This is an optimization exercise on Yosys and OpenROAD, whose aim is small area, not a production implementation. In this exercise RTL edits were held to simulation tests only and were not proved equivalent to the original. The clock port is modelled as an ideal driver; clocking choices that lean on that would not hold on a real chip.

`design.v`:
```
package key_schedule_pkg;
  localparam logic [3:0] NUM_ROUNDS = 4'd10;
endpackage
module ks_xor2  (input logic a, b, output logic y); assign y = a ^ b;     endmodule
module ks_xnor2 (input logic a, b, output logic y); assign y = ~(a ^ b);  endmodule
module ks_nand2 (input logic a, b, output logic y); assign y = ~(a & b);  endmodule
module ks_nor2  (input logic a, b, output logic y); assign y = ~(a | b);  endmodule
module aes_sbox
(
  input  logic [7:0] a,
  output logic [7:0] s
);
  logic U0, U1, U2, U3, U4, U5, U6, U7;
  logic S0, S1, S2, S3, S4, S5, S6, S7;
  logic T1, T2, T3, T4, T5, T6, T7, T8, T9, T10, T11, T12;
  logic T13, T14, T15, T16, T17, T18, T19, T20, T21, T22, T23, T24;
  logic T25, T26, T27, M1, M2, M3, M4, M5, M6, M7, M8, M9;
  logic M10, M11, M12, M13, M14, M15, M16, M17, M18, M19, M20, M21;
  logic M22, M23, M24, M25, M26, M27, M28, M29, M30, M31, M32, M33;
  logic M34, M35, M36, M37, M38, M39, M40, M41, M42, M43, M44, M45;
  logic M46, M47, M48, M49, M50, M51, M52, M53, M54, M55, M56, M57;
  logic M58, M59, M60, M61, M62, M63, L0, L1, L2, L3, L4, L5;
  logic L6, L7, L8, L9, L10, L11, L12, L13, L14, L15, L16, L17;
  logic L18, L19, L20, L21, L22, L23, L24, L25, L26, L27, L28, L29;
  assign {U0, U1, U2, U3, U4, U5, U6, U7} = a;
  assign s = {S0, S1, S2, S3, S4, S5, S6, S7};
  ks_xor2  g1 (.a(U0), .b(U3), .y(T1));
  ks_xor2  g2 (.a(U0), .b(U5), .y(T2));
  ks_xor2  g3 (.a(U0), .b(U6), .y(T3));
  ks_xor2  g4 (.a(U3), .b(U5), .y(T4));
  ks_xor2  g5 (.a(U4), .b(U6), .y(T5));
  ks_xor2  g6 (.a(T1), .b(T5), .y(T6));
  ks_xor2  g7 (.a(U1), .b(U2), .y(T7));
  ks_xor2  g8 (.a(U7), .b(T6), .y(T8));
  ks_xor2  g9 (.a(U7), .b(T7), .y(T9));
  ks_xor2  g10 (.a(T6), .b(T7), .y(T10));
  ks_xor2  g11 (.a(U1), .b(U5), .y(T11));
  ks_xor2  g12 (.a(U2), .b(U5), .y(T12));
  ks_xor2  g13 (.a(T3), .b(T4), .y(T13));
  ks_xor2  g14 (.a(T6), .b(T11), .y(T14));
  ks_xor2  g15 (.a(T5), .b(T11), .y(T15));
  ks_xor2  g16 (.a(T5), .b(T12), .y(T16));
  ks_xor2  g17 (.a(T9), .b(T16), .y(T17));
  ks_xor2  g18 (.a(U3), .b(U7), .y(T18));
  ks_xor2  g19 (.a(T7), .b(T18), .y(T19));
  ks_xor2  g20 (.a(T1), .b(T19), .y(T20));
  ks_xor2  g21 (.a(U6), .b(U7), .y(T21));
  ks_xor2  g22 (.a(T7), .b(T21), .y(T22));
  ks_xor2  g23 (.a(T2), .b(T22), .y(T23));
  ks_xor2  g24 (.a(T2), .b(T10), .y(T24));
  ks_xor2  g25 (.a(T20), .b(T17), .y(T25));
  ks_xor2  g26 (.a(T3), .b(T16), .y(T26));
  ks_xor2  g27 (.a(T1), .b(T12), .y(T27));
  ks_nand2 g28 (.a(T13), .b(T6), .y(M1));
  ks_nand2 g29 (.a(T23), .b(T8), .y(M2));
  ks_xnor2 g30 (.a(T14), .b(M1), .y(M3));
  ks_nand2 g31 (.a(T19), .b(U7), .y(M4));
  ks_xor2  g32 (.a(M4), .b(M1), .y(M5));
  ks_nand2 g33 (.a(T3), .b(T16), .y(M6));
  ks_nand2 g34 (.a(T22), .b(T9), .y(M7));
  ks_xnor2 g35 (.a(T26), .b(M6), .y(M8));
  ks_nand2 g36 (.a(T20), .b(T17), .y(M9));
  ks_xor2  g37 (.a(M9), .b(M6), .y(M10));
  ks_nand2 g38 (.a(T1), .b(T15), .y(M11));
  ks_nand2 g39 (.a(T4), .b(T27), .y(M12));
  ks_xor2  g40 (.a(M12), .b(M11), .y(M13));
  ks_nand2 g41 (.a(T2), .b(T10), .y(M14));
  ks_xor2  g42 (.a(M14), .b(M11), .y(M15));
  ks_xnor2 g43 (.a(M3), .b(M2), .y(M16));
  ks_xor2  g44 (.a(M5), .b(T24), .y(M17));
  ks_xnor2 g45 (.a(M8), .b(M7), .y(M18));
  ks_xor2  g46 (.a(M10), .b(M15), .y(M19));
  ks_xor2  g47 (.a(M16), .b(M13), .y(M20));
  ks_xor2  g48 (.a(M17), .b(M15), .y(M21));
  ks_xor2  g49 (.a(M18), .b(M13), .y(M22));
  ks_xor2  g50 (.a(M19), .b(T25), .y(M23));
  ks_xnor2 g51 (.a(M22), .b(M23), .y(M24));
  ks_nand2 g52 (.a(M22), .b(M20), .y(M25));
  ks_xor2  g53 (.a(M21), .b(M25), .y(M26));
  ks_xnor2 g54 (.a(M20), .b(M21), .y(M27));
  ks_xor2  g55 (.a(M23), .b(M25), .y(M28));
  ks_nor2  g56 (.a(M28), .b(M27), .y(M29));
  ks_nor2  g57 (.a(M26), .b(M24), .y(M30));
  ks_nand2 g58 (.a(M20), .b(M23), .y(M31));
  ks_nor2  g59 (.a(M27), .b(M31), .y(M32));
  ks_xor2  g60 (.a(M27), .b(M25), .y(M33));
  ks_nand2 g61 (.a(M21), .b(M22), .y(M34));
  ks_nor2  g62 (.a(M24), .b(M34), .y(M35));
  ks_xor2  g63 (.a(M24), .b(M25), .y(M36));
  ks_xor2  g64 (.a(M21), .b(M29), .y(M37));
  ks_xor2  g65 (.a(M32), .b(M33), .y(M38));
  ks_xor2  g66 (.a(M23), .b(M30), .y(M39));
  ks_xor2  g67 (.a(M35), .b(M36), .y(M40));
  ks_xor2  g68 (.a(M38), .b(M40), .y(M41));
  ks_xor2  g69 (.a(M37), .b(M39), .y(M42));
  ks_xor2  g70 (.a(M37), .b(M38), .y(M43));
  ks_xor2  g71 (.a(M39), .b(M40), .y(M44));
  ks_xor2  g72 (.a(M42), .b(M41), .y(M45));
  ks_nand2 g73 (.a(M44), .b(T6), .y(M46));
  ks_nand2 g74 (.a(M40), .b(T8), .y(M47));
  ks_nand2 g75 (.a(M39), .b(U7), .y(M48));
  ks_nand2 g76 (.a(M43), .b(T16), .y(M49));
  ks_nand2 g77 (.a(M38), .b(T9), .y(M50));
  ks_nand2 g78 (.a(M37), .b(T17), .y(M51));
  ks_nand2 g79 (.a(M42), .b(T15), .y(M52));
  ks_nand2 g80 (.a(M45), .b(T27), .y(M53));
  ks_nand2 g81 (.a(M41), .b(T10), .y(M54));
  ks_nand2 g82 (.a(M44), .b(T13), .y(M55));
  ks_nand2 g83 (.a(M40), .b(T23), .y(M56));
  ks_nand2 g84 (.a(M39), .b(T19), .y(M57));
  ks_nand2 g85 (.a(M43), .b(T3), .y(M58));
  ks_nand2 g86 (.a(M38), .b(T22), .y(M59));
  ks_nand2 g87 (.a(M37), .b(T20), .y(M60));
  ks_nand2 g88 (.a(M42), .b(T1), .y(M61));
  ks_nand2 g89 (.a(M45), .b(T4), .y(M62));
  ks_nand2 g90 (.a(M41), .b(T2), .y(M63));
  ks_xor2  g91 (.a(M61), .b(M62), .y(L0));
  ks_xor2  g92 (.a(M50), .b(M56), .y(L1));
  ks_xor2  g93 (.a(M46), .b(M48), .y(L2));
  ks_xor2  g94 (.a(M47), .b(M55), .y(L3));
  ks_xor2  g95 (.a(M54), .b(M58), .y(L4));
  ks_xor2  g96 (.a(M49), .b(M61), .y(L5));
  ks_xnor2 g97 (.a(M62), .b(L5), .y(L6));
  ks_xnor2 g98 (.a(M46), .b(L3), .y(L7));
  ks_xor2  g99 (.a(M51), .b(M59), .y(L8));
  ks_xor2  g100 (.a(M52), .b(M53), .y(L9));
  ks_xnor2 g101 (.a(M53), .b(L4), .y(L10));
  ks_xnor2 g102 (.a(M60), .b(L2), .y(L11));
  ks_xor2  g103 (.a(M48), .b(M51), .y(L12));
  ks_xnor2 g104 (.a(M50), .b(L0), .y(L13));
  ks_xor2  g105 (.a(M52), .b(M61), .y(L14));
  ks_xnor2 g106 (.a(M55), .b(L1), .y(L15));
  ks_xnor2 g107 (.a(M56), .b(L0), .y(L16));
  ks_xnor2 g108 (.a(M57), .b(L1), .y(L17));
  ks_xnor2 g109 (.a(M58), .b(L8), .y(L18));
  ks_xnor2 g110 (.a(M63), .b(L4), .y(L19));
  ks_xor2  g111 (.a(L0), .b(L1), .y(L20));
  ks_xor2  g112 (.a(L1), .b(L7), .y(L21));
  ks_xor2  g113 (.a(L3), .b(L12), .y(L22));
  ks_xor2  g114 (.a(L18), .b(L2), .y(L23));
  ks_xor2  g115 (.a(L15), .b(L9), .y(L24));
  ks_xor2  g116 (.a(L6), .b(L10), .y(L25));
  ks_xor2  g117 (.a(L7), .b(L9), .y(L26));
  ks_xor2  g118 (.a(L8), .b(L10), .y(L27));
  ks_xor2  g119 (.a(L11), .b(L14), .y(L28));
  ks_xor2  g120 (.a(L11), .b(L17), .y(L29));
  ks_xor2  g121 (.a(L6), .b(L24), .y(S0));
  ks_xnor2 g122 (.a(L16), .b(L26), .y(S1));
  ks_xnor2 g123 (.a(L19), .b(L28), .y(S2));
  ks_xor2  g124 (.a(L6), .b(L21), .y(S3));
  ks_xor2  g125 (.a(L20), .b(L22), .y(S4));
  ks_xor2  g126 (.a(L25), .b(L29), .y(S5));
  ks_xnor2 g127 (.a(L13), .b(L27), .y(S6));
  ks_xnor2 g128 (.a(L6), .b(L23), .y(S7));
endmodule
module aes_subword
(
  input  logic [31:0] word,
  output logic [31:0] sub_word
);
  aes_sbox u_sb0 (.a(word[7:0]),   .s(sub_word[7:0]));
  aes_sbox u_sb1 (.a(word[15:8]),  .s(sub_word[15:8]));
  aes_sbox u_sb2 (.a(word[23:16]), .s(sub_word[23:16]));
  aes_sbox u_sb3 (.a(word[31:24]), .s(sub_word[31:24]));
endmodule
module key_schedule_expand
(
  input  logic [3:0]   round,      
  input  logic [127:0] key,
  input  logic [31:0]  sub_word,
  output logic [127:0] next_key
);
  logic [7:0]  rc;
  logic [7:0]  k0rc;
  logic [31:0] rot_word;
  logic [31:0] k0;
  always_comb begin
    case (round)
      4'd0:    rc = 8'h01;
      4'd1:    rc = 8'h02;
      4'd2:    rc = 8'h04;
      4'd3:    rc = 8'h08;
      4'd4:    rc = 8'h10;
      4'd5:    rc = 8'h20;
      4'd6:    rc = 8'h40;
      4'd7:    rc = 8'h80;
      4'd8:    rc = 8'h1b;
      4'd9:    rc = 8'h36;
      default: rc = 8'h00;
    endcase
  end
  for (genvar i = 0; i < 8; i++) begin : g_rc
    ks_xor2 u_rc (.a(key[i]), .b(rc[i]), .y(k0rc[i]));
  end
  assign k0 = {key[31:8], k0rc};
  assign rot_word = {sub_word[7:0], sub_word[31:8]};
  for (genvar i = 0; i < 32; i++) begin : g_w
    ks_xor2 u_w0 (.a(rot_word[i]),      .b(k0[i]),        .y(next_key[i]));
    ks_xor2 u_w1 (.a(next_key[i]),      .b(key[32 + i]),  .y(next_key[32 + i]));
    ks_xor2 u_w2 (.a(next_key[32 + i]), .b(key[64 + i]),  .y(next_key[64 + i]));
    ks_xor2 u_w3 (.a(next_key[64 + i]), .b(key[96 + i]),  .y(next_key[96 + i]));
  end
endmodule
module ks_inv    (input logic a, output logic y);           assign y = ~a;             endmodule
module ks_nand3  (input logic a, b, c, output logic y);     assign y = ~(a & b & c);     endmodule
module ks_ao221  (input logic a0, b0, a1, b1, c, output logic y);
  assign y = (a0 & b0) | (a1 & b1) | c;
endmodule
module ks_aoi222 (input logic a0, b0, a1, b1, a2, b2, output logic y);
  assign y = ~((a0 & b0) | (a1 & b1) | (a2 & b2));
endmodule
module key_schedule
(
  input  logic         clk_in,
  input  logic         rst_in,
  input  logic         start_in,
  input  logic [127:0] key_in,
  output logic         busy_out,
  output logic         rk_valid_out,
  input  logic         rk_ready_in,
  output logic [3:0]   rk_round_out,
  output logic [127:0] rk_out,
  output logic         done_out,
  input  logic [3:0]   rd_addr_in,
  output logic [127:0] rd_data_out
);
  logic         busy_q;
  logic         done_q;
  logic [3:0]   round_q;
  logic [127:0] cur_key;
  logic [127:0] key_d_n, key_d;
  logic [3:0]   addr_q;
  logic [31:0]  sub_word;
  logic [127:0] next_key;
  logic         last, ld, adv, hold;
  aes_subword u_subword (
    .word     (cur_key[127:96]),
    .sub_word (sub_word)
  );
  key_schedule_expand u_expand (
    .round    (round_q),
    .key      (cur_key),
    .sub_word (sub_word),
    .next_key (next_key)
  );
  assign last = (round_q == key_schedule_pkg::NUM_ROUNDS);
  assign ld   = !rst_in && !busy_q && start_in;
  assign adv  = !rst_in && busy_q && rk_ready_in && !last;
  assign hold = !rst_in && !ld && !adv;
  always_ff @(posedge clk_in) begin
    if (rst_in) begin
      busy_q  <= 1'b0;
      done_q  <= 1'b0;
      round_q <= 4'd0;
    end else begin
      done_q <= busy_q && rk_ready_in && last;
      if (!busy_q) begin
        if (start_in) begin
          busy_q  <= 1'b1;
          round_q <= 4'd0;
        end
      end else if (rk_ready_in) begin
        if (last) busy_q <= 1'b0;
        else round_q <= round_q + 4'd1;
      end
    end
  end
  for (genvar i = 0; i < 128; i++) begin : g_key
    ks_aoi222 u_sel (.a0(ld), .b0(key_in[i]), .a1(adv), .b1(next_key[i]),
                     .a2(hold), .b2(cur_key[i]), .y(key_d_n[i]));
    ks_inv    u_inv (.a(key_d_n[i]), .y(key_d[i]));
  end
  always_ff @(posedge clk_in) begin
    cur_key <= key_d;
  end
  always_ff @(posedge clk_in) begin
    addr_q <= rst_in ? 4'hf : rd_addr_in;
  end
  logic [127:0] key_buf [0:10];
  logic [10:0]  sel;
  always_ff @(posedge clk_in) begin
    for (int e = 0; e <= 10; e++) begin
      if (busy_q && round_q == 4'(e)) key_buf[e] <= cur_key;
    end
  end
  for (genvar e = 0; e <= 10; e++) begin : g_sel
    assign sel[e] = (addr_q == 4'(e));
  end
  for (genvar i = 0; i < 128; i++) begin : g_rd
    logic [2:0] part_n;
    logic       part;
    ks_aoi222 u_p0 (.a0(sel[0]), .b0(key_buf[0][i]), .a1(sel[1]), .b1(key_buf[1][i]),
                    .a2(sel[2]), .b2(key_buf[2][i]), .y(part_n[0]));
    ks_aoi222 u_p1 (.a0(sel[3]), .b0(key_buf[3][i]), .a1(sel[4]), .b1(key_buf[4][i]),
                    .a2(sel[5]), .b2(key_buf[5][i]), .y(part_n[1]));
    ks_aoi222 u_p2 (.a0(sel[6]), .b0(key_buf[6][i]), .a1(sel[7]), .b1(key_buf[7][i]),
                    .a2(sel[8]), .b2(key_buf[8][i]), .y(part_n[2]));
    ks_nand3  u_or (.a(part_n[0]), .b(part_n[1]), .c(part_n[2]), .y(part));
    ks_ao221  u_p3 (.a0(sel[9]), .b0(key_buf[9][i]), .a1(sel[10]), .b1(key_buf[10][i]),
                    .c(part), .y(rd_data_out[i]));
  end
  assign busy_out     = busy_q;
  assign rk_valid_out = busy_q;
  assign rk_round_out = round_q;
  assign rk_out       = cur_key;
  assign done_out     = done_q;
endmodule
```
`flow/run.sh`:
```
#!/bin/bash
# The standard layout (standard.sh), with two changes:
#  - port buffers are sky130_fd_sc_hd__buf_1 (the standard flow picks a larger
#    delay cell); every input and output port still gets its buffer;
#  - CTS uses clkbuf_16 with sink clusters of up to 32 registers and inserts no
#    dummy loads.
# ORFS writes each step's full log under orfs/logs/; make's own output goes to
# flow.log here.
set -uo pipefail
export BUFFER_PORTS_ARGS="-buffer_cell sky130_fd_sc_hd__buf_1"
export CTS_ARGS="-sink_clustering_enable -repair_clock_nets -dont_use_dummy_load -buf_list sky130_fd_sc_hd__clkbuf_16 -sink_clustering_size 32 -sink_clustering_max_diameter 80"
bash standard.sh > flow.log 2>&1
```
`standard.sh`:
```
#!/bin/bash
# synth_recipe.tcl (not shown) runs the flow's synth.tcl, then flattens the netlist and writes it again
# the make line also repeats each setting of config.mk as NAME=value (left out here)
make -C /OpenROAD-flow-scripts/flow DESIGN_CONFIG=/design/flow/config.mk WORK_HOME=/design/flow/orfs CLKGATE_MAP_FILE= SYNTH_SCRIPT=/design/flow/synth_recipe.tcl "${@:-finish}"
```
`config.mk`:
```
export PLATFORM = sky130hd
export DESIGN_NAME = key_schedule
export DESIGN_NICKNAME = key_schedule
export VERILOG_FILES = /design/flow/design.v
export SDC_FILE = /design/flow/constraint.sdc
export NUM_CORES = 4
export LEC_CHECK = 0
export CAP_MARGIN = 20
export CORE_MARGIN = 2
export CORE_UTILIZATION = 65
export SLEW_MARGIN = 20
export SYNTH_HIERARCHICAL = 1
export SYNTH_MINIMUM_KEEP_SIZE = 0
```
`constraint.sdc`:
```
create_clock -name core_clock -period 6.5 [get_ports {clk_in}]
set_input_delay 1.3000 -clock core_clock [delete_from_list [all_inputs] [get_ports {clk_in}]]
set_output_delay 1.3000 -clock core_clock [all_outputs]
set_load 0.01 [all_outputs]
```
==> impl_metrics.py, run 1 <==
metrics = {
    "setup_path": {
        "r2r_setup_slack_ps": 240,
        "arrival_ps": 6820,
        "cp-start-kind": "register",
        "worst_ep_required_time_ps": 7070,
        "end_kind": "register",
        "critPathKind": "reg2reg",
        "path_max_fanout": 15,
    },
    "routing": {
        "routed_wl_um": 161000,
        "first_pass_iters": 10,
        "drcViolationCount": 0,
        "wl_per_cell_um": 32.7,
        "ant_nets": 0,
        "dr.first_iter.drc_count": 6855,
        "num_vias": 35546,
        "vias_per_cell": 7.22,
    },
    "yosys": {
        "synth_cell_types": 37,
        "synth.most_common_cell": "edfxtp_1",
        "avgSynthCellArea_sq_um": 18.2,
        "synth_seq_cells": 1546,
        "synth.top_cell.area_share": 0.725,
        "synth_flop_cell": "edfxtp_1",
        "synthTopCellsByCount": "edfxtp_1 (1408), a222oi_1 (512), xor2_1 (432)",
        "ys_top_cells_by_area": "edfxtp_1 (72%), a222oi_1 (8.8%), xor2_1 (6.5%)",
        "yosysTopAreaCell": "edfxtp_1",
        "syn_nets": 3354,
        "ys_async_sr_fraction": 0,
        "synth-edff-count": 1408,
        "synth_cells": 3214,
        "ys_seq_area_frac": 0.772,
        "yosysWarnings": 10,
        "netlist_area_sq_um": 58300,
    },
    "clock_network": {
        "cts.path.max_buffers": 3,
        "clock-root-buffer": "clkbuf_16",
        "ctsHoldBuffers": 0,
        "tritoncts": "built",
        "cts_max_level": 2,
        "clkSinkCount": 1546,
        "cts_buffers": 57,
        "path_clk_slew_ps": 120,
        "clkLatencyLatePin_ps": 680,
    },
    "worst_hold_path": {
        "hold_path.class": "reg2reg",
    },
    "flow_run": {
        "maxCapViolCount": 0,
    },
    "floorplan": {
        "die_h_um": 304,
        "start_util": 0.658,
        "rows": 109,
        "core_sq_um": 88600,
        "die_w_um": 304,
        "fp.dieArea_sq_um": 92200,
        "io_pins": 399,
    },
    "timing": {
        "period_minus_slack_ps": 6260,
        "hold_ws_ps": 572,
        "fin_skew_ps": 45.6,
        "worstMarginPinSlew_ps": 1130,
        "finalSetupViolations": 0,
        "fmax_mhz": 160,
        "relSlewSlack": 0.242,
        "hold_violations": 0,
        "min_period_over_period": 0.963,
        "slew_violations": 0,
    },
    "finish": {
        "area_delta_synth_final_pct": 9.87,
        "drive_gt1_frac": 0.0645,
        "final_nets": 3896,
        "final_cell_area_sq_um": 64100,
        "fillers": 5526,
        "final_core_util": 0.723,
    },
    "placed_design": {
        "post-dp-hpwl_um": 86600,
        "postPlaceCellArea_sq_um": 62400,
        "place_congestion": 0.894,
        "port_buffers": 398,
    },
    "global_route": {
        "grt_max_degree": 99,
        "grt_pass1_wl_um": 230000,
        "grt_pass1_vias": 34903,
        "grt_antenna_before_repair": 4,
        "grt_overflow_total": 0,
        "track_usage": 0.343,
    },
    "run_status": {
        "status": "timing/DRC/antenna clean",
    },
}
## registers in the layout (all words and copies together) (netlist names)
signal,flops
done_q,1
round_q,4
busy_q,1
key_buf,1408
cur_key,128
addr_q,4
## final cells by class
class | instances | area (sq um) | area share
antenna | 3 | 7.51 | 0.000117
clock buffer | 57 | 1430 | 0.0223
inverter | 132 | 500 | 0.00781
multi-input combinational | 1499 | 12900 | 0.202
sequential | 1546 | 45100 | 0.703
tap | 1165 | 1460 | 0.0227
timing repair buffer | 520 | 2710 | 0.0423
## per-stage QoR
stage               setup WS (ps)  std cells  setup TNS [ps]
floorplan                    -354       3214         -250000
global placement              164       4859               0
detailed placement           52.8       4859               0
CTS                          46.0       4916               0
global route                -33.3       4921           -33.3
finish                        243       4922               0
## Yosys stat by module, one instance, submodules excluded, excerpt
module | cells | area [sq um] | flip-flops and latches
ks_nand2 | 1 | 3.75 | 0
ks_inv | 1 | 3.75 | 0
key_schedule_expand | 17 | 108 | 0
ks_ao221 | 1 | 10.0 | 0
aes_sbox | 8 | 60.1 | 0
ks_aoi222 | 1 | 10.0 | 0
key_schedule | 1621 | 45500 | 1546
ks_nand3 | 1 | 5.00 | 0
ks_nor2 | 1 | 3.75 | 0
ks_xnor2 | 1 | 8.76 | 0
ks_xor2 | 1 | 8.76 | 0
## critical path, stage by stage, from the launching register on
cell	delay, ps
dfxtp_1	420
buf_4	260
xor2_1	310
xor2_1	310
nand2_1	200
xor2_1	380
xor2_1	310
nand2_1	220
xor2_1	210
nor2_1	200
xor2_2	290
xor2_1	300
nand2_1	230
xor2_1	220
xnor2_1	260
buf_4	180
xor2_1	170
xor2_1	290
xor2_1	290
xor2_1	320
xor2_2	330
xor2_1	130
a222oi_1	250
inv_1	70
## cells in the final DEF, fill, tap and decap left out, types with 3 or more instances in the layout
| cell type | Yosys | final |
|---|---|---|
| buf_12 | 0 | 24 |
| o21ai_0 | 3 | 3 |
| nor3_1 | 12 | 3 |
| buf_1 | 0 | 398 |
| nor2_1 | 32 | 18 |
| xnor2_1 | 80 | 78 |
| diode_2 | 0 | 3 |
| nor3_4 | 0 | 9 |
| ha_1 | 4 | 4 |
| nand3_1 | 132 | 132 |
| a221o_1 | 128 | 128 |
| or2_2 | 4 | 4 |
| xor2_1 | 432 | 409 |
| a222oi_1 | 512 | 512 |
| clkbuf_16 | 0 | 57 |
| edfxtp_1 | 1408 | 1408 |
| dfxtp_1 | 138 | 133 |
| xor2_2 | 0 | 23 |
| a21oi_1 | 3 | 3 |
| inv_1 | 132 | 131 |
| nand2b_1 | 8 | 8 |
| nand2_1 | 128 | 128 |
| nor2_4 | 0 | 14 |
| buf_4 | 34 | 98 |
| dfxtp_2 | 0 | 4 |
## routing by layer
metal	vias up	part of all wire	global-route usage
met3	288	0.13	0.0535
met1	17928	0.36	0.488
met4	4	0.032	0.104
met2	2668	0.48	0.555
li1	14658	-	-
met5	-	0.00017	0
## cells by family after synthesis
family,count (synthesis),share of synthesized area
xor+xnor,512,0.0769
flops,1546,0.772
fa+ha+maj,4,0.000858
buf+inv,169,0.0131
simple gates,331,0.0260
compound gates,652,0.111
## final timing paths
kind                    end  cells after the start         start
min reg2reg  key_buf[2][99]                      0   cur_key[99]
min          key_buf[2][99]                      0   cur_key[99]
max             cur_key[98]                     23  cur_key[110]
max reg2reg     cur_key[98]                     23  cur_key[110]
## repair_timing
action	CTS	global route
endpoints found under the setup margin	2	38
buffers inserted	0	3
pin swaps	0	3
resized for setup	2	29
==> run 2, diff against run 1 <==
--- a/config.mk
+++ b/config.mk
@@ -8,5 +8,5 @@
 export CAP_MARGIN = 20
 export CORE_MARGIN = 2
-export CORE_UTILIZATION = 65
+export CORE_UTILIZATION = 70
 export SLEW_MARGIN = 20
 export SYNTH_HIERARCHICAL = 1
==> impl_metrics.py, run 2 <==
metrics = {
    "run_status": {
        "status": "timing/DRC/antenna clean",
    },
    "finish": {
        "final_nets": 3885,
        "top_regs": "key_buf: 1408 flops, cur_key: 128 flops",
        "multi_input_area_sq_um": 13100,
        "drive_gt1_frac": 0.0676,
        "regMostFlops": "key_buf",
        "layout_common_cells": "edfxtp_1 (1408), a222oi_1 (512), buf_1 (398)",
        "area_delta_synth_final_pct": 9.71,
        "final_common_cell": "edfxtp_1",
        "regArea_sq_um": 45100,
        "largest_reg_flops": 1408,
        "final_core_util": 0.778,
        "fillers": 4542,
    },
    "yosys": {
        "synth_cells": 3214,
        "synth_cell_types": 37,
        "ys_seq_area_frac": 0.772,
        "synth_seq_cells": 1546,
        "syn_nets": 3354,
        "synth.top_cell.area_share": 0.725,
        "synth_flop_cell": "edfxtp_1",
        "yosysWarnings": 10,
        "synth.most_common_cell": "edfxtp_1",
        "yosysTopAreaCell": "edfxtp_1",
        "netlist_area_sq_um": 58300,
        "ys_top_cells_by_area": "edfxtp_1 (72%), a222oi_1 (8.8%), xor2_1 (6.5%)",
        "synthTopCellsByCount": "edfxtp_1 (1408), a222oi_1 (512), xor2_1 (432)",
        "ys_async_sr_fraction": 0,
        "avgSynthCellArea_sq_um": 18.2,
        "synth-edff-count": 1408,
    },
    "setup_path": {
        "critPathKind": "reg2reg",
        "slowest_stage": "dfxtp_1",
        "arrival_ps": 6810,
        "cp-start-kind": "register",
        "path_max_fanout": 15,
        "worst_ep_required_time_ps": 7020,
        "end_kind": "register",
        "cpMostUsedCell": "xor2_1",
        "cpPeakStageDelay_ps": 450,
        "path_cells": "buf_4 > xor2_1 > xor2_1 > nand2_1 > xor2_2 > xor2_1 > xor2_2 > xnor2_1 > xor2_1 > xor2_2 > xor2_1 > xor2_1 > nand2_1 > xor2_2 > xor2_1 > xnor2_2 > xor2_1 > xor2_1 > xor2_2 > xor2_1 > a222oi_1 > inv_1",
    },
    "timing": {
        "hold_violations": 0,
        "period_minus_slack_ps": 6300,
        "setup_tns_ps": 0,
        "fmax_mhz": 159,
        "finalSetupViolations": 0,
        "min_period_over_period": 0.968,
        "hold_ws_ps": 565,
        "worstMarginPinSlew_ps": 1270,
        "relSlewSlack": 0.153,
        "fin_skew_ps": 47.3,
        "slew_violations": 0,
    },
    "routing": {
        "dr.first_iter.drc_count": 6130,
        "first_pass_iters": 9,
        "wl_per_cell_um": 33.0,
        "drcViolationCount": 0,
        "num_vias": 35631,
        "vias_per_cell": 7.40,
        "ant_nets": 0,
        "routed_wl_um": 159000,
    },
    "clock_network": {
        "clkLatencyLatePin_ps": 680,
        "cts_buffers": 56,
        "cts.path.max_buffers": 3,
        "clkSinkCount": 1546,
        "cts_max_level": 2,
        "path_clk_slew_ps": 110,
        "tritoncts": "built",
        "clock-root-buffer": "clkbuf_16",
        "ctsHoldBuffers": 0,
    },
    "placed_design": {
        "port_buffers": 398,
        "post-dp-hpwl_um": 83200,
        "place_congestion": 0.884,
    },
    "global_route": {
        "grt_pass1_vias": 35815,
        "grt_pass1_wl_um": 229000,
        "grt_overflow_total": 0,
        "grt_antenna_before_repair": 6,
        "grt_max_degree": 129,
        "track_usage": 0.366,
    },
    "floorplan": {
        "io_pins": 399,
        "core_sq_um": 82200,
        "start_util": 0.709,
        "rows": 105,
        "die_w_um": 293,
        "fp.dieArea_sq_um": 85700,
        "die_h_um": 293,
    },
    "worst_hold_path": {
        "hold_path.class": "reg2reg",
    },
    "flow_run": {
        "maxCapViolCount": 0,
    },
}
==> run 2: cell counts after synthesis <==
No cell type changed its count.
==> run 2: path summary, 6_finish.rpt <==
check,startpoint,endpoint,slack [ps],cells past startpoint
hold / removal,cur_key[117],key_buf[7][117],570,0
setup reg to reg,cur_key[118],cur_key[110],200,22
setup / recovery,cur_key[118],cur_key[110],200,22
hold reg to reg,cur_key[117],key_buf[7][117],570,0
==> run 2: cell type report <==
type | count | area share
flip-flops and latches | 1546 | 0.704
well taps | 1070 | 0.0209
clock buffers | 56 | 0.0219
multi-input cells | 1499 | 0.205
inverters | 132 | 0.00782
repair buffers | 510 | 0.0406
diodes | 2 | 0.0000782
==> run 2: worst max-delay path: cells and delay by family (launching register included) <==
kind	cells	cell delay [ps]
flip-flops	1	450
XOR/XNOR	17	4500
buffers and inverters	2	390
AND/OR/NAND/NOR	2	380
AO/OA/AOI/OAI	1	440
==> run 2: metrics by stage <==
step	area, sq um	setup WS (ps)	instances
6_report	64000	205	4815
5_1_grt	64000	-155	4814
4_1_cts	63600	41.3	4811
3_5_place_dp	62200	5.50	4755
3_3_place_gp	62200	153	4755
2_1_floorplan	58400	-354	3214
==> run 2: logic make-up after synthesis <==
logic type      share of synthesized area
compound gates                      0.111
xor+xnor                           0.0769
fa+ha+maj                        0.000858
buf+inv                            0.0131
flops                               0.772
simple gates                       0.0260
==> run 2: per-module statistics from Yosys, one instance, submodules excluded, a selection <==
| module | times used | area, sq um | flip-flops and latches | cells inside |
|---|---|---|---|---|
| aes_sbox | 4 | 60.1 | 0 | 8 |
| key_schedule | 1 | 45500 | 1546 | 1621 |
| key_schedule_expand | 1 | 108 | 0 | 17 |
| ks_ao221 | 128 | 10.0 | 0 | 1 |
| ks_nand2 | 120 | 3.75 | 0 | 1 |
| ks_nor2 | 16 | 3.75 | 0 | 1 |
| ks_xnor2 | 80 | 8.76 | 0 | 1 |
| ks_xor2 | 432 | 8.76 | 0 | 1 |
==> run 2: what timing repair did <==
item,CTS,global route
pin swaps,0,5
resized for setup,1,52
setup endpoints to repair,1,29
setup buffers,0,2
hold endpoints to repair,0,0
cloned,0,0
==> run 2: layer usage <==
metal | part of all wire | vias to the layer above | global-route usage
li1 | - | 14599 | -
met1 | 0.33 | 17713 | 0.493
met2 | 0.49 | 2933 | 0.612
met3 | 0.14 | 378 | 0.0687
met4 | 0.037 | 8 | 0.124
met5 | 0.00029 | - | 0
==> run 3, diff against run 2 <==
--- a/config.mk
+++ b/config.mk
@@ -8,5 +8,6 @@
 export CAP_MARGIN = 20
 export CORE_MARGIN = 2
-export CORE_UTILIZATION = 70
+export CORE_UTILIZATION = 65
+export GPL_TIMING_DRIVEN = 0
 export SLEW_MARGIN = 20
 export SYNTH_HIERARCHICAL = 1
==> impl_metrics.py, run 3 <==
metrics = {
    "global_route": {
        "grt_overflow_total": 0,
        "grt_pass1_vias": 35101,
        "track_usage": 0.339,
        "grt_max_degree": 67,
        "grt_antenna_before_repair": 1,
        "grt_pass1_wl_um": 227000,
    },
    "setup_path": {
        "end_kind": "register",
        "path_cells": "xor2_4 > xor2_4 > xor2_1 > nand2_1 > xor2_2 > xor2_1 > xor2_2 > xnor2_1 > xor2_1 > xor2_2 > xor2_1 > xor2_1 > nand2_1 > xnor2_4 > xnor2_1 > buf_4 > xor2_1 > xor2_1 > xor2_2 > xor2_1 > a222oi_1 > inv_1",
        "crit_start": "cur_key[116]",
        "slowest_stage": "dfxtp_4",
        "worst_ep_required_time_ps": 7070,
        "r2r-end": "cur_key[104]",
        "rr_worst_depth": 22,
        "r2r_setup_slack_ps": 280,
        "path_max_fanout": 17,
        "cp-start-kind": "register",
        "critPathKind": "reg2reg",
        "crit_end": "cur_key[104]",
        "regToRegStartpoint": "cur_key[116]",
        "cpPeakStageDelay_ps": 520,
        "arrival_ps": 6790,
        "cpMostUsedCell": "xor2_1",
    },
    "routing": {
        "first_pass_iters": 7,
        "dr.first_iter.drc_count": 6183,
        "ant_nets": 0,
        "num_vias": 35720,
        "wl_per_cell_um": 31.2,
        "vias_per_cell": 7.05,
        "drcViolationCount": 0,
        "routed_wl_um": 158000,
    },
    "placed_design": {
        "port_buffers": 397,
        "post-dp-hpwl_um": 109000,
        "dpl_worst_slack_ps": -711,
        "place_inst": 5004,
        "postPlaceCellArea_sq_um": 65800,
        "place_congestion": 0.836,
    },
    "timing": {
        "hold_violations": 0,
        "worstMarginPinSlew_ps": 792,
        "period_minus_slack_ps": 6220,
        "slew_violations": 0,
        "fin_ws_ps": 278,
        "fin_skew_ps": 67.1,
        "min_period_over_period": 0.957,
        "fmax_mhz": 161,
        "finalSetupViolations": 0,
        "relSlewSlack": 0.471,
        "setup_tns_ps": 0,
    },
    "floorplan": {
        "die_w_um": 304,
        "rows": 109,
        "die_h_um": 304,
        "io_pins": 399,
        "start_util": 0.658,
        "core_sq_um": 88600,
        "fp.dieArea_sq_um": 92200,
    },
    "clock_network": {
        "cts_buffers": 57,
        "tritoncts": "built",
        "cts_max_level": 2,
        "ctsHoldBuffers": 0,
        "clock-root-buffer": "clkbuf_16",
        "path_clk_slew_ps": 110,
        "clkLatencyLatePin_ps": 710,
        "cts.path.max_buffers": 3,
        "clkSinkCount": 1546,
    },
    "yosys": {
        "synth_top_family_by_area": "compound AO/OA/AOI/OAI gates",
        "ys_top_cells_by_area": "edfxtp_1 (72%), a222oi_1 (8.8%), xor2_1 (6.5%)",
        "ys_seq_area_frac": 0.772,
        "yosysWarnings": 10,
        "synth_flop_cell": "edfxtp_1",
        "avgSynthCellArea_sq_um": 18.2,
        "synth_seq_cells": 1546,
        "yosysTopAreaCell": "edfxtp_1",
        "synthAdderAreaFrac": 0.000858,
        "synth.most_common_cell": "edfxtp_1",
        "netlist_area_sq_um": 58300,
        "ys_async_sr_fraction": 0,
        "synth.top_cell.area_share": 0.725,
        "synth-edff-count": 1408,
        "synth.area.mux_share": 0,
        "synth_cell_types": 37,
        "synth_cells": 3214,
        "synth_compound_area_frac": 0.111,
        "synthTopCellsByCount": "edfxtp_1 (1408), a222oi_1 (512), xor2_1 (432)",
        "syn_nets": 3354,
        "synth_simple_gate_area_frac": 0.0260,
        "yosys.area_share.xor_xnor": 0.0769,
    },
    "finish": {
        "regMostFlops": "key_buf",
        "final_common_cell": "edfxtp_1",
        "area_delta_synth_final_pct": 16.7,
        "top_regs": "key_buf: 1408 flops, cur_key: 128 flops",
        "final_core_util": 0.768,
        "fin_cells": 5065,
        "final_nets": 4042,
        "layout_common_cells": "edfxtp_1 (1408), a222oi_1 (512), buf_1 (397)",
        "fillers": 5013,
        "final_cell_area_sq_um": 68100,
        "largest_reg_flops": 1408,
        "drive_gt1_frac": 0.118,
        "num_antenna_cells": 0,
    },
    "flow_run": {
        "maxCapViolCount": 0,
    },
    "worst_hold_path": {
        "min_from": "cur_key[104]",
        "hold_path.class": "reg2reg",
    },
    "run_status": {
        "status": "timing/DRC/antenna clean",
    },
}
## run 3: how the worst min path moves through the flow
| stage | end | slack [ps] | cells after the start |
|---|---|---|---|
| 2_1_floorplan | key_buf[0][0] | 620 | 0 |
| 3_3_place_gp | key_buf[7][35] | 600 | 0 |
| 3_5_place_dp | key_buf[10][88] | 630 | 0 |
| 4_1_cts | key_buf[1][107] | 590 | 0 |
| 5_1_grt | key_buf[9][117] | 590 | 0 |
| 6_report | key_buf[0][104] | 580 | 0 |
## run 3: worst max-delay path: cells and delay by family (launching register included)
family / cells / cell delay [ps]
simple gates: 2 / 350
compound gates: 1 / 240
xor+xnor: 17 / 4690
flops: 1 / 520
buf+inv: 2 / 290
## run 3: per-stage QoR
stage | hold WS (ps)
6_report | 585
5_1_grt | 593
4_1_cts | 595
3_5_place_dp | 628
3_3_place_gp | 604
2_1_floorplan | 619
## run 3: area by class of cell
type / instances / area [sq um] / share of cell area
sequential: 1546 / 45200 / 0.663
tap: 1165 / 1460 / 0.0214
timing repair buffer: 629 / 5830 / 0.0857
inverter: 132 / 500 / 0.00735
multi-input combinational: 1499 / 13400 / 0.197
clock buffer: 57 / 1430 / 0.0210
buffer: 37 / 269 / 0.00395
## run 3: per-module statistics from Yosys (local to each module, per instance), a selection
module | times used | cell area (sq um)
ks_xnor2 | 80 | 8.76
ks_nand3 | 128 | 5.00
key_schedule_expand | 1 | 108
ks_inv | 128 | 3.75
key_schedule | 1 | 45500
ks_xor2 | 432 | 8.76
ks_nand2 | 120 | 3.75
ks_nor2 | 16 | 3.75
ks_ao221 | 128 | 10.0
aes_sbox | 4 | 60.1
ks_aoi222 | 512 | 10.0
## run 3: cell families after synthesis
| kind of cell | after synthesis |
|---|---|
| AOI/OAI and AO/OA | 652 |
| xor gates and xnor gates | 512 |
| adders and majority gates | 4 |
| buffers and inverters | 169 |
| DFF | 1546 |
| and+or+nand+nor | 331 |
## run 3: layer usage
layer  vias to the layer above  global-route usage  routed length [um]
met3                       264              0.0527               17200
met5                         -                   0                   0
met1                     18116               0.466               57400
li1                      14935                   -                   -
met4                         0              0.0980                3950
met2                      2405               0.569               79500
## run 3: timing repair
| action | 4_1_cts | 5_1_grt |
|---|---|---|
| setup buffers | 0 | 4 |
| setup endpoints to repair | 71 | 57 |
| resized for setup | 58 | 88 |
| cloned | 0 | 0 |
| pin swaps | 0 | 8 |
==> run 4, diff against run 3 <==
--- a/config.mk
+++ b/config.mk
@@ -9,5 +9,5 @@
 export CORE_MARGIN = 2
 export CORE_UTILIZATION = 65
-export GPL_TIMING_DRIVEN = 0
+export PLACE_DENSITY = 0.8
 export SLEW_MARGIN = 20
 export SYNTH_HIERARCHICAL = 1
==> impl_metrics.py, run 4 <==
metrics = {
    "finish": {
        "layout_common_cells": "edfxtp_1 (1408), a222oi_1 (512), buf_1 (398)",
        "top_regs": "key_buf: 1408 flops, cur_key: 128 flops",
        "largest_reg_flops": 1408,
        "area_delta_synth_final_pct": 10.0,
        "drive_gt1_frac": 0.0683,
        "final_nets": 3892,
        "regMostFlops": "key_buf",
        "final_common_cell": "edfxtp_1",
    },
    "global_route": {
        "grt_overflow_total": 0,
        "grt_antenna_before_repair": 7,
        "track_usage": 0.332,
        "grt_pass1_wl_um": 223000,
        "grt_pass1_vias": 34209,
        "grt_max_degree": 129,
    },
    "timing": {
        "fin_ws_ps": 342,
        "fmax_mhz": 162,
        "min_period_over_period": 0.947,
        "relSlewSlack": 0.270,
        "period_minus_slack_ps": 6160,
        "hold_violations": 0,
        "rsz0062_at_grt": "true",
        "finalSetupViolations": 0,
        "worstMarginPinSlew_ps": 1100,
        "fin_skew_ps": 67.9,
        "slew_violations": 0,
    },
    "setup_path": {
        "path_max_fanout": 15,
        "cpPeakStageDelay_ps": 400,
        "worst_ep_required_time_ps": 7030,
        "arrival_ps": 6680,
        "cp-start-kind": "register",
        "critPathKind": "reg2reg",
        "cpMostUsedCell": "xor2_1",
        "path_cells": "buf_4 > xor2_1 > xor2_2 > xor2_2 > nand2_1 > xor2_1 > xor2_1 > xor2_2 > xnor2_1 > xor2_1 > xor2_2 > buf_4 > xor2_1 > nand2_1 > xor2_1 > xnor2_1 > xor2_1 > xor2_1 > xor2_1 > xor2_1 > xor2_2 > xor2_1 > a222oi_1 > inv_1",
        "rr_worst_depth": 24,
        "slowest_stage": "dfxtp_1",
        "end_kind": "register",
    },
    "placed_design": {
        "dpl_worst_slack_ps": 77.4,
        "post-dp-hpwl_um": 84600,
        "port_buffers": 398,
        "place_congestion": 0.900,
    },
    "clock_network": {
        "tritoncts": "built",
        "cts_buffers": 56,
        "ctsHoldBuffers": 0,
        "cts.path.max_buffers": 3,
        "path_clk_slew_ps": 110,
        "clkSinkCount": 1546,
        "cts_max_level": 2,
        "clkLatencyLatePin_ps": 690,
        "clock-root-buffer": "clkbuf_16",
    },
    "routing": {
        "first_pass_iters": 13,
        "ant_nets": 0,
        "dr.first_iter.drc_count": 6839,
        "wl_per_cell_um": 31.5,
        "routed_wl_um": 155000,
        "drcViolationCount": 0,
        "num_vias": 35286,
        "vias_per_cell": 7.17,
    },
    "yosys": {
        "synth_cell_types": 37,
        "netlist_area_sq_um": 58300,
        "yosysWarnings": 10,
        "synthTopCellsByCount": "edfxtp_1 (1408), a222oi_1 (512), xor2_1 (432)",
        "synth_flop_cell": "edfxtp_1",
        "ys_top_cells_by_area": "edfxtp_1 (72%), a222oi_1 (8.8%), xor2_1 (6.5%)",
        "ys_async_sr_fraction": 0,
        "synth-edff-count": 1408,
        "synth.top_cell.area_share": 0.725,
        "synth_seq_cells": 1546,
        "avgSynthCellArea_sq_um": 18.2,
        "synth.most_common_cell": "edfxtp_1",
        "yosysTopAreaCell": "edfxtp_1",
        "syn_nets": 3354,
        "ys_seq_area_frac": 0.772,
        "synth_cells": 3214,
    },
    "run_status": {
        "status": "timing/DRC/antenna clean",
    },
    "floorplan": {
        "die_w_um": 304,
        "start_util": 0.658,
        "io_pins": 399,
        "core_sq_um": 88600,
        "die_h_um": 304,
        "rows": 109,
        "fp.dieArea_sq_um": 92200,
    },
    "flow_run": {
        "maxCapViolCount": 0,
    },
    "worst_hold_path": {
        "hold_path.class": "reg2reg",
        "hold_depth": 0,
    },
}
==> run 4: cell count changes in the layout (fill, tap and decap cells not counted), sizes merged <==
cell    delta
buf      -148
diode      +3
clkbuf     -2
==> run 4: logic make-up after synthesis <==
logic type | synth area share
AOI/OAI and AO/OA | 0.111
DFF | 0.772
xor gates and xnor gates | 0.0769
adders and majority gates | 0.000858
and+or+nand+nor | 0.0260
buffers and inverters | 0.0131
==> run 4: critical path, delay by kind of cell, from the launching register on <==
| kind | cells | cell delay (ps) |
|---|---|---|
| flops | 1 | 400 |
| xor+xnor | 18 | 4580 |
| compound gates | 1 | 220 |
| simple gates | 2 | 230 |
| buf+inv | 3 | 570 |
==> run 4: metrics by stage <==
| stage | hold slack (ps) | instances | cell area, sq um | TNS, ps | util |
|---|---|---|---|---|---|
| finish | 541 | 4918 | 64200 | 0 | 0.724 |
| global route | 550 | 4918 | 64200 | -238 | 0.724 |
| CTS | 582 | 4911 | 63800 | 0 | 0.720 |
| detailed placement | 548 | 4855 | 62400 | 0 | 0.704 |
| global placement | 549 | 4855 | 62400 | 0 | 0.704 |
| floorplan | 619 | 3214 | 58400 | -250000 | - |
==> run 4: cell type report <==
class                      count  area (sq um)
antenna                        3          7.51
clock buffer                  56          1400
fill                        5417         24500
inverter                     132           500
multi-input combinational   1499         13100
sequential                  1546         45000
tap                         1165          1460
timing repair buffer         517          2690
==> run 4: path summary, 6_finish.rpt <==
check	from	endpoint	slack, ps
setup / recovery	cur_key[125]	cur_key[116]	340
hold / removal	cur_key[118]	key_buf[6][118]	540
setup reg to reg	cur_key[125]	cur_key[116]	340
hold reg to reg	cur_key[118]	key_buf[6][118]	540
==> run 4: repair_timing <==
| item | in CTS | in global routing |
|---|---|---|
| endpoints found under the setup margin | 0 | 30 |
| setup buffers | 0 | 2 |
| gates resized for setup | 0 | 48 |
==> run 4: per-layer routing <==
layer	up-vias	wire (um)	GRT usage
li1	14620	-	-
met2	2835	73800	0.527
met1	17542	55300	0.474
met3	283	21400	0.0675
met4	6	4560	0.0927
met5	-	38	0
==> run 4: modules after synthesis, one instance, submodules excluded, excerpt <==
| module | area [sq um] | flops+latches |
|---|---|---|
| ks_nand2 | 3.75 | 0 |
| ks_inv | 3.75 | 0 |
| ks_xor2 | 8.76 | 0 |
| ks_ao221 | 10.0 | 0 |
| ks_aoi222 | 10.0 | 0 |
| ks_nor2 | 3.75 | 0 |
| ks_nand3 | 5.00 | 0 |
| key_schedule | 45500 | 1546 |
| key_schedule_expand | 108 | 0 |
| ks_xnor2 | 8.76 | 0 |
| aes_sbox | 60.1 | 0 |

what the ideal ports hide:
How much do the figures lean on ideal ports? The routed layouts below were timed once more, with nothing changed but the port constraints. Step 1: set_driving_cell puts a clkbuf_16 on clk_in and a buf_2 on each other input, an assumption about the parent block. Step 2 also shifts input and output timing later by t, the mid clock arrival at the registers, as if the neighbouring blocks saw the same clock. a / b / c = no drivers / after step 1 / after step 2; a / b = the first two.
| run | t (ns) | setup slack, ns | pins driven straight from the clock port |
|---|---|---|---|
| run 1 | 0.727 | 0.243 / 0.243 / 0.243 | 1 |
| run 2 | 0.728 | 0.205 / 0.205 / 0.205 | 1 |
| run 3 | 0.752 | 0.278 / 0.278 / 0.278 | 1 |
| run 4 | 0.728 | 0.342 / 0.342 / 0.342 | 1 |
After both steps every run listed still meets setup and hold.
